Background: an optimization exercise with open tools, aiming at small area. Do not read the settings as production practice.
Function was checked by simulation only, so behaviour that the tests miss may differ from the original.

==> inputs of wip/onyx <==
==> flow/design.v (excerpt) <==
module gregorian_date_up_down_counter_core (
	input logic       clk,
	input logic       arst_n,
	input  logic        req_valid,
	output logic        req_ready,
	input  logic [1:0]  req_cmd,
	input  logic [26:0] req_load_value,
	output logic        rsp_valid,
	input  logic        rsp_ready,
	output logic [13:0] rsp_year_out,
	output logic [3:0]  rsp_month_out,
	output logic [4:0]  rsp_day_out,
	output logic [26:0] rsp_packed_now,
	output logic [26:0] rsp_packed_before,
	output logic        rsp_leap_flag,
	output logic        rsp_load_ok
);
==> module gdc_step, before the edit <==
module gdc_step (
	input  logic [13:0] year,
	input  logic [3:0]  month,
	input  logic [4:0]  day,
	input  logic        leap,
	input  logic        back,
	output logic [13:0] year_pm,
	output logic [13:0] year_nx,
	output logic [3:0]  month_nx,
	output logic [4:0]  day_nx,
	output logic        year_chg
);
	logic [4:0]  mlen_cur, mlen_prev;
	logic [3:0]  mon_prev;
	logic        last_day, first_day, edge_day;
	logic [14:0] yc;
	logic [5:0]  dc;
	logic [4:0]  mc;
	logic [4:0]  day_pm;
	logic [3:0]  mon_pm;
	assign yc[0] = 1'b1;
	assign dc[0] = 1'b1;
	assign mc[0] = 1'b1;
	for (genvar i = 0; i < 14; i++) begin : g_y
		assign year_pm[i] = year[i] ^ yc[i];
		assign yc[i+1]    = yc[i] & (year[i] ^ back);
	end
	for (genvar i = 0; i < 5; i++) begin : g_d
		assign day_pm[i] = day[i] ^ dc[i];
		assign dc[i+1]   = dc[i] & (day[i] ^ back);
	end
	for (genvar i = 0; i < 4; i++) begin : g_m
		assign mon_pm[i] = month[i] ^ mc[i];
		assign mc[i+1]   = mc[i] & (month[i] ^ back);
	end
	assign mon_prev  = mon_pm;
	assign mlen_cur  = gdc_pkg::month_len(month, leap);
	assign mlen_prev = gdc_pkg::month_len(mon_prev, leap);
	assign last_day  = (day == mlen_cur);
	assign first_day = (day == 5'd1);
	assign edge_day  = back ? first_day : last_day;
	assign year_chg  = edge_day && (month == (back ? 4'd1 : 4'd12));
	always_comb begin
		year_nx  = year;
		month_nx = month;
		day_nx   = day_pm;
		if (edge_day) begin
			if (!year_chg) begin
				month_nx = mon_pm;
				day_nx   = back ? mlen_prev : 5'd1;
			end else begin
				month_nx = back ? 4'd12 : 4'd1;
				day_nx   = back ? 5'd31 : 5'd1;
				if (back) year_nx = (year == 14'd0) ? 14'd9999 : year_pm;
				else      year_nx = (year == 14'd9999) ? 14'd0 : year_pm;
			end
		end
	end
endmodule
==> module gregorian_date_up_down_counter_core, before the edit <==
module gregorian_date_up_down_counter_core (
	input logic       clk,
	input logic       arst_n,
	input  logic        req_valid,
	output logic        req_ready,
	input  logic [1:0]  req_cmd,
	input  logic [26:0] req_load_value,
	output logic        rsp_valid,
	input  logic        rsp_ready,
	output logic [13:0] rsp_year_out,
	output logic [3:0]  rsp_month_out,
	output logic [4:0]  rsp_day_out,
	output logic [26:0] rsp_packed_now,
	output logic [26:0] rsp_packed_before,
	output logic        rsp_leap_flag,
	output logic        rsp_load_ok
);
	logic        v1_q;
	logic [1:0]  cmd1_q;
	logic [13:0] ly1_q;
	logic [13:0] vlo1_q;
	logic [13:0] year_q;
	logic [3:0]  mon_q;
	logic [4:0]  day_q;
	logic        leap_q;
	logic        vld_q;
	logic [26:0] before_q;
	logic        ok_q;
	logic        rdy2, take, adv;
	logic        is_step, is_back, is_load;
	logic [13:0] ld_year_c;
	logic [3:0]  ld_mon;
	logic [4:0]  ld_day;
	logic        ld_fmt_ok, load_ok;
	logic [13:0] year_pm, st_year;
	logic [3:0]  st_mon;
	logic [4:0]  st_day;
	logic        year_chg;
	logic        leap_new;
	logic [26:0] pack_now;
	assign rdy2      = !vld_q || rsp_ready;
	assign req_ready = !v1_q || rdy2;
	assign take      = req_valid && req_ready;
	assign adv       = v1_q && rdy2;
	gdc_year_div u_ydiv (.v(req_load_value[26:11]), .year(ld_year_c));
	always_ff @(posedge clk or negedge arst_n) begin
		if (!arst_n) begin
			v1_q <= 1'b0;
		end else if (req_ready) begin
			v1_q <= req_valid;
		end
	end
	always_ff @(posedge clk) begin
		if (take) begin
			cmd1_q <= req_cmd;
			ly1_q  <= ld_year_c;
			vlo1_q <= req_load_value[13:0];
		end
	end
	assign is_step = !cmd1_q[1];
	assign is_back = cmd1_q[0];
	assign is_load = (cmd1_q == gdc_pkg::CMD_LOAD);
	gdc_load_dec u_dec (
		.year   (ly1_q),
		.vlo    (vlo1_q),
		.month  (ld_mon),
		.day    (ld_day),
		.fmt_ok (ld_fmt_ok)
	);
	gdc_step u_step (
		.year     (year_q),
		.month    (mon_q),
		.day      (day_q),
		.leap     (leap_q),
		.back     (is_back),
		.year_pm  (year_pm),
		.year_nx  (st_year),
		.month_nx (st_mon),
		.day_nx   (st_day),
		.year_chg (year_chg)
	);
	gdc_leap u_leap (.year(is_load ? ly1_q : year_pm), .leap(leap_new));
	assign load_ok = is_load && ld_fmt_ok && gdc_pkg::day_fits(ld_day, ld_mon, leap_new);
	gdc_pack u_pack (
		.year        (year_q),
		.month       (mon_q),
		.day         (day_q),
		.packed_date (pack_now)
	);
	always_ff @(posedge clk or negedge arst_n) begin
		if (!arst_n) begin
			year_q <= gdc_pkg::RST_YEAR;
			mon_q  <= gdc_pkg::RST_MON;
			day_q  <= gdc_pkg::RST_DAY;
			leap_q <= 1'b0;
			vld_q  <= 1'b0;
		end else begin
			if (rdy2) vld_q <= v1_q;
			if (adv && load_ok) begin
				year_q <= ly1_q;
				mon_q  <= ld_mon;
				day_q  <= ld_day;
				leap_q <= leap_new;
			end else if (adv && is_step) begin
				year_q <= st_year;
				mon_q  <= st_mon;
				day_q  <= st_day;
				if (year_chg) leap_q <= leap_new;
			end
		end
	end
	always_ff @(posedge clk) begin
		if (adv) begin
			before_q <= pack_now;
			ok_q     <= load_ok;
		end
	end
	assign rsp_valid         = vld_q;
	assign rsp_year_out      = year_q;
	assign rsp_month_out     = mon_q;
	assign rsp_day_out       = day_q;
	assign rsp_packed_now    = pack_now;
	assign rsp_packed_before = before_q;
	assign rsp_leap_flag     = leap_q;
	assign rsp_load_ok       = ok_q;
endmodule
Settings: LEC_CHECK=0, CAP_MARGIN=20, CORE_MARGIN=2, CORE_UTILIZATION=40, SLEW_MARGIN=20; clock period 10.0 ns.
run.sh (not shown) runs the stock make flow with config.mk's settings and CLKGATE_MAP_FILE= SYNTH_SCRIPT=/design/flow/synth_recipe.tcl, a recipe that flattens the netlist after the stock synthesis.
==> wip/raven: changes against wip/onyx <==
--- a/flow/design.v
+++ b/flow/design.v
@@ -671,20 +671,21 @@
 	input  logic [4:0]  day,
 	input  logic        leap,
 	input  logic        back,
-	output logic [13:0] year_pm,
 	output logic [13:0] year_nx,
 	output logic [3:0]  month_nx,
 	output logic [4:0]  day_nx,
+	output logic        month_chg,
 	output logic        year_chg
 );
 	logic [4:0]  mlen_cur, mlen_prev;
-	logic [3:0]  mon_prev;
-	logic        last_day, first_day, edge_day;
+	logic        last_day, first_day;
 	logic [14:0] yc;
 	logic [5:0]  dc;
 	logic [4:0]  mc;
+	logic [13:0] year_pm;
 	logic [4:0]  day_pm;
 	logic [3:0]  mon_pm;
+	logic        wrap;
 	assign yc[0] = 1'b1;
 	assign dc[0] = 1'b1;
 	assign mc[0] = 1'b1;
@@ -700,29 +701,16 @@
 		assign mon_pm[i] = month[i] ^ mc[i];
 		assign mc[i+1]   = mc[i] & (month[i] ^ back);
 	end
-	assign mon_prev  = mon_pm;
 	assign mlen_cur  = gdc_pkg::month_len(month, leap);
-	assign mlen_prev = gdc_pkg::month_len(mon_prev, leap);
+	assign mlen_prev = gdc_pkg::month_len(mon_pm, leap);
 	assign last_day  = (day == mlen_cur);
 	assign first_day = (day == 5'd1);
-	assign edge_day  = back ? first_day : last_day;
-	assign year_chg  = edge_day && (month == (back ? 4'd1 : 4'd12));
-	always_comb begin
-		year_nx  = year;
-		month_nx = month;
-		day_nx   = day_pm;
-		if (edge_day) begin
-			if (!year_chg) begin
-				month_nx = mon_pm;
-				day_nx   = back ? mlen_prev : 5'd1;
-			end else begin
-				month_nx = back ? 4'd12 : 4'd1;
-				day_nx   = back ? 5'd31 : 5'd1;
-				if (back) year_nx = (year == 14'd0) ? 14'd9999 : year_pm;
-				else      year_nx = (year == 14'd9999) ? 14'd0 : year_pm;
-			end
-		end
-	end
+	assign month_chg = back ? first_day : last_day;
+	assign year_chg  = month_chg && (month == (back ? 4'd1 : 4'd12));
+	assign wrap      = back ? (year == 14'd0) : (year == 14'd9999);
+	assign year_nx  = wrap ? (back ? 14'd9999 : 14'd0) : year_pm;
+	assign month_nx = year_chg ? (back ? 4'd12 : 4'd1) : mon_pm;
+	assign day_nx   = !month_chg ? day_pm : (back ? (year_chg ? 5'd31 : mlen_prev) : 5'd1);
 endmodule
 module gdc_pack (
 	input  logic [13:0] year,
@@ -1072,10 +1060,11 @@
 	logic [3:0]  ld_mon;
 	logic [4:0]  ld_day;
 	logic        ld_fmt_ok, load_ok;
-	logic [13:0] year_pm, st_year;
+	logic [13:0] st_year, year_d;
 	logic [3:0]  st_mon;
 	logic [4:0]  st_day;
-	logic        year_chg;
+	logic        month_chg, year_chg;
+	logic        en_y, en_m, en_d;
 	logic        leap_new;
 	logic [26:0] pack_now;
 	assign rdy2      = !vld_q || rsp_ready;
@@ -1113,13 +1102,14 @@
 		.day      (day_q),
 		.leap     (leap_q),
 		.back     (is_back),
-		.year_pm  (year_pm),
 		.year_nx  (st_year),
 		.month_nx (st_mon),
 		.day_nx   (st_day),
+		.month_chg (month_chg),
 		.year_chg (year_chg)
 	);
-	gdc_leap u_leap (.year(is_load ? ly1_q : year_pm), .leap(leap_new));
+	assign year_d = is_load ? ly1_q : st_year;
+	gdc_leap u_leap (.year(year_d), .leap(leap_new));
 	assign load_ok = is_load && ld_fmt_ok && gdc_pkg::day_fits(ld_day, ld_mon, leap_new);
 	gdc_pack u_pack (
 		.year        (year_q),
@@ -1127,6 +1117,9 @@
 		.day         (day_q),
 		.packed_date (pack_now)
 	);
+	assign en_y = adv && (load_ok || (is_step && year_chg));
+	assign en_m = adv && (load_ok || (is_step && month_chg));
+	assign en_d = adv && (load_ok || is_step);
 	always_ff @(posedge clk or negedge arst_n) begin
 		if (!arst_n) begin
 			year_q <= gdc_pkg::RST_YEAR;
@@ -1136,17 +1129,12 @@
 			vld_q  <= 1'b0;
 		end else begin
 			if (rdy2) vld_q <= v1_q;
-			if (adv && load_ok) begin
-				year_q <= ly1_q;
-				mon_q  <= ld_mon;
-				day_q  <= ld_day;
+			if (en_y) begin
+				year_q <= year_d;
 				leap_q <= leap_new;
-			end else if (adv && is_step) begin
-				year_q <= st_year;
-				mon_q  <= st_mon;
-				day_q  <= st_day;
-				if (year_chg) leap_q <= leap_new;
 			end
+			if (en_m) mon_q <= is_load ? ld_mon : st_mon;
+			if (en_d) day_q <= is_load ? ld_day : st_day;
 		end
 	end
 	always_ff @(posedge clk) begin
--- a/flow/config.mk
+++ b/flow/config.mk
@@ -7,5 +7,5 @@
 export LEC_CHECK = 0
 export CAP_MARGIN = 20
 export CORE_MARGIN = 2
-export CORE_UTILIZATION = 40
+export CORE_UTILIZATION = 70
 export SLEW_MARGIN = 20
==> wip/quartz: changes against wip/onyx <==
--- a/flow/design.v
+++ b/flow/design.v
@@ -671,20 +671,21 @@
 	input  logic [4:0]  day,
 	input  logic        leap,
 	input  logic        back,
-	output logic [13:0] year_pm,
 	output logic [13:0] year_nx,
 	output logic [3:0]  month_nx,
 	output logic [4:0]  day_nx,
+	output logic        month_chg,
 	output logic        year_chg
 );
 	logic [4:0]  mlen_cur, mlen_prev;
-	logic [3:0]  mon_prev;
-	logic        last_day, first_day, edge_day;
+	logic        last_day, first_day;
 	logic [14:0] yc;
 	logic [5:0]  dc;
 	logic [4:0]  mc;
+	logic [13:0] year_pm;
 	logic [4:0]  day_pm;
 	logic [3:0]  mon_pm;
+	logic        wrap;
 	assign yc[0] = 1'b1;
 	assign dc[0] = 1'b1;
 	assign mc[0] = 1'b1;
@@ -700,29 +701,16 @@
 		assign mon_pm[i] = month[i] ^ mc[i];
 		assign mc[i+1]   = mc[i] & (month[i] ^ back);
 	end
-	assign mon_prev  = mon_pm;
 	assign mlen_cur  = gdc_pkg::month_len(month, leap);
-	assign mlen_prev = gdc_pkg::month_len(mon_prev, leap);
+	assign mlen_prev = gdc_pkg::month_len(mon_pm, leap);
 	assign last_day  = (day == mlen_cur);
 	assign first_day = (day == 5'd1);
-	assign edge_day  = back ? first_day : last_day;
-	assign year_chg  = edge_day && (month == (back ? 4'd1 : 4'd12));
-	always_comb begin
-		year_nx  = year;
-		month_nx = month;
-		day_nx   = day_pm;
-		if (edge_day) begin
-			if (!year_chg) begin
-				month_nx = mon_pm;
-				day_nx   = back ? mlen_prev : 5'd1;
-			end else begin
-				month_nx = back ? 4'd12 : 4'd1;
-				day_nx   = back ? 5'd31 : 5'd1;
-				if (back) year_nx = (year == 14'd0) ? 14'd9999 : year_pm;
-				else      year_nx = (year == 14'd9999) ? 14'd0 : year_pm;
-			end
-		end
-	end
+	assign month_chg = back ? first_day : last_day;
+	assign year_chg  = month_chg && (month == (back ? 4'd1 : 4'd12));
+	assign wrap      = back ? (year == 14'd0) : (year == 14'd9999);
+	assign year_nx  = wrap ? (back ? 14'd9999 : 14'd0) : year_pm;
+	assign month_nx = year_chg ? (back ? 4'd12 : 4'd1) : mon_pm;
+	assign day_nx   = !month_chg ? day_pm : (back ? (year_chg ? 5'd31 : mlen_prev) : 5'd1);
 endmodule
 module gdc_pack (
 	input  logic [13:0] year,
@@ -1072,10 +1060,11 @@
 	logic [3:0]  ld_mon;
 	logic [4:0]  ld_day;
 	logic        ld_fmt_ok, load_ok;
-	logic [13:0] year_pm, st_year;
+	logic [13:0] st_year, year_d;
 	logic [3:0]  st_mon;
 	logic [4:0]  st_day;
-	logic        year_chg;
+	logic        month_chg, year_chg;
+	logic        en_y, en_m, en_d;
 	logic        leap_new;
 	logic [26:0] pack_now;
 	assign rdy2      = !vld_q || rsp_ready;
@@ -1113,13 +1102,14 @@
 		.day      (day_q),
 		.leap     (leap_q),
 		.back     (is_back),
-		.year_pm  (year_pm),
 		.year_nx  (st_year),
 		.month_nx (st_mon),
 		.day_nx   (st_day),
+		.month_chg (month_chg),
 		.year_chg (year_chg)
 	);
-	gdc_leap u_leap (.year(is_load ? ly1_q : year_pm), .leap(leap_new));
+	assign year_d = is_load ? ly1_q : st_year;
+	gdc_leap u_leap (.year(year_d), .leap(leap_new));
 	assign load_ok = is_load && ld_fmt_ok && gdc_pkg::day_fits(ld_day, ld_mon, leap_new);
 	gdc_pack u_pack (
 		.year        (year_q),
@@ -1127,6 +1117,9 @@
 		.day         (day_q),
 		.packed_date (pack_now)
 	);
+	assign en_y = adv && (load_ok || (is_step && year_chg));
+	assign en_m = adv && (load_ok || (is_step && month_chg));
+	assign en_d = adv && (load_ok || is_step);
 	always_ff @(posedge clk or negedge arst_n) begin
 		if (!arst_n) begin
 			year_q <= gdc_pkg::RST_YEAR;
@@ -1136,17 +1129,12 @@
 			vld_q  <= 1'b0;
 		end else begin
 			if (rdy2) vld_q <= v1_q;
-			if (adv && load_ok) begin
-				year_q <= ly1_q;
-				mon_q  <= ld_mon;
-				day_q  <= ld_day;
+			if (en_y) begin
+				year_q <= year_d;
 				leap_q <= leap_new;
-			end else if (adv && is_step) begin
-				year_q <= st_year;
-				mon_q  <= st_mon;
-				day_q  <= st_day;
-				if (year_chg) leap_q <= leap_new;
 			end
+			if (en_m) mon_q <= is_load ? ld_mon : st_mon;
+			if (en_d) day_q <= is_load ? ld_day : st_day;
 		end
 	end
 	always_ff @(posedge clk) begin
==> flow/flow/run.sh (new file) <==
#!/bin/bash
# The standard layout, with the port buffers that placement inserts made
# sky130_fd_sc_hd__buf_1 instead of the flow's default choice. Synthesis is the
# standard one, run on its own first so the buffer setting reaches only placement.
set -euo pipefail
bash standard.sh synth > synth.log 2>&1
bash standard.sh "BUFFER_PORTS_ARGS=-buffer_cell sky130_fd_sc_hd__buf_1" finish > layout.log 2>&1
==> flow/standard.sh (new file) <==
#!/bin/bash
# synth_recipe.tcl (not shown) runs the flow's synth.tcl, then flattens the netlist and writes it again
# the make line also repeats each setting of config.mk as NAME=value (left out here)
make -C /OpenROAD-flow-scripts/flow DESIGN_CONFIG=/design/flow/config.mk WORK_HOME=/design/flow/orfs CLKGATE_MAP_FILE= SYNTH_SCRIPT=/design/flow/synth_recipe.tcl "${@:-finish}"
--- a/flow/config.mk
+++ b/flow/config.mk
@@ -7,5 +7,5 @@
 export LEC_CHECK = 0
 export CAP_MARGIN = 20
 export CORE_MARGIN = 2
-export CORE_UTILIZATION = 40
+export CORE_UTILIZATION = 70
 export SLEW_MARGIN = 20
removed: flow/run.sh
==> summary.txt <==
GRT
  • GRT Util Overall: between 30 and 40%

Synthesis
  • Syn nets: 1,168

Floorplanning
  • DIE WIDTH: 120 microns
  • Initial core utilization: 71.6%

Placed design
  • Post-placement cell area: 0.00986 sq mm

CTS
  • Post_cts resized: 4

Run status
  • Status: no timing/DRC/antenna violations
Source of the figures above: wip/quartz

==> summary.txt <==
Run status
  • Status: no timing/DRC/antenna violations

Floorplanning
  • DIE WIDTH: roughly 120 microns
  • Initial core utilization: 71.6%
  • Tap cell count: ~180

GRT
  • GRT Util Overall: 30.8%

Layout
  • Multi-input combinational area share: ~55%
  • Fin nets: roughly 1,300

Placed design
  • Post-placement cell area: about 0.011 sq mm

CTS
  • Post_cts resized: 12

Worst hold path
  • Hold endpoint: vld_q$_DFFE_PN0P_
Source of the figures above: wip/raven

==> summary.txt <==
Placed design
  • Post-placement cell area: around 0.011 sq mm

Worst hold path
  • Worst Hold Path Cells: 1

Floorplanning
  • Initial core utilization: 40.4%
  • DIE WIDTH: 160 microns

Layout
  • Inverters: 204
  • Clkbuf count: 10

Run status
  • Status: no timing/DRC/antenna violations

Synthesis
  • Ys Warns: 4
  • Multiplexer area fraction after synthesis: 3.92%

CTS
  • Post_cts resized: 5

GRT
  • GRT Util Overall: 16.9%
Source of the figures above: wip/onyx

## port drivers added, routing unchanged
No port has a modelled driver above. Below, the same layouts with a new extraction and two added sets of constraints. Step 1 assumes that a clkbuf_16 drives the clock port and a buf_2 every other input. Step 2 times the ports against the registers' clock, not the clock port: input delays grow and output delays shrink by t, the midpoint of the rising clock arrivals with the driver on. Three values: no drivers, after step 1, after step 2; two values: the first two.
run	t (ns)	setup slack, ns	clock arrival spread, ns	pins driven straight from the clock port
wip/onyx	0.396	0.331 / 0.285 / 0.681	0.011 / 0.011	1
wip/raven	0.397	0.153 / 0.112 / 0.508	0.011 / 0.011	1
wip/quartz	0.392	0.197 / 0.154 / 0.546	0.012 / 0.012	1
After both steps every run listed still meets setup and hold.
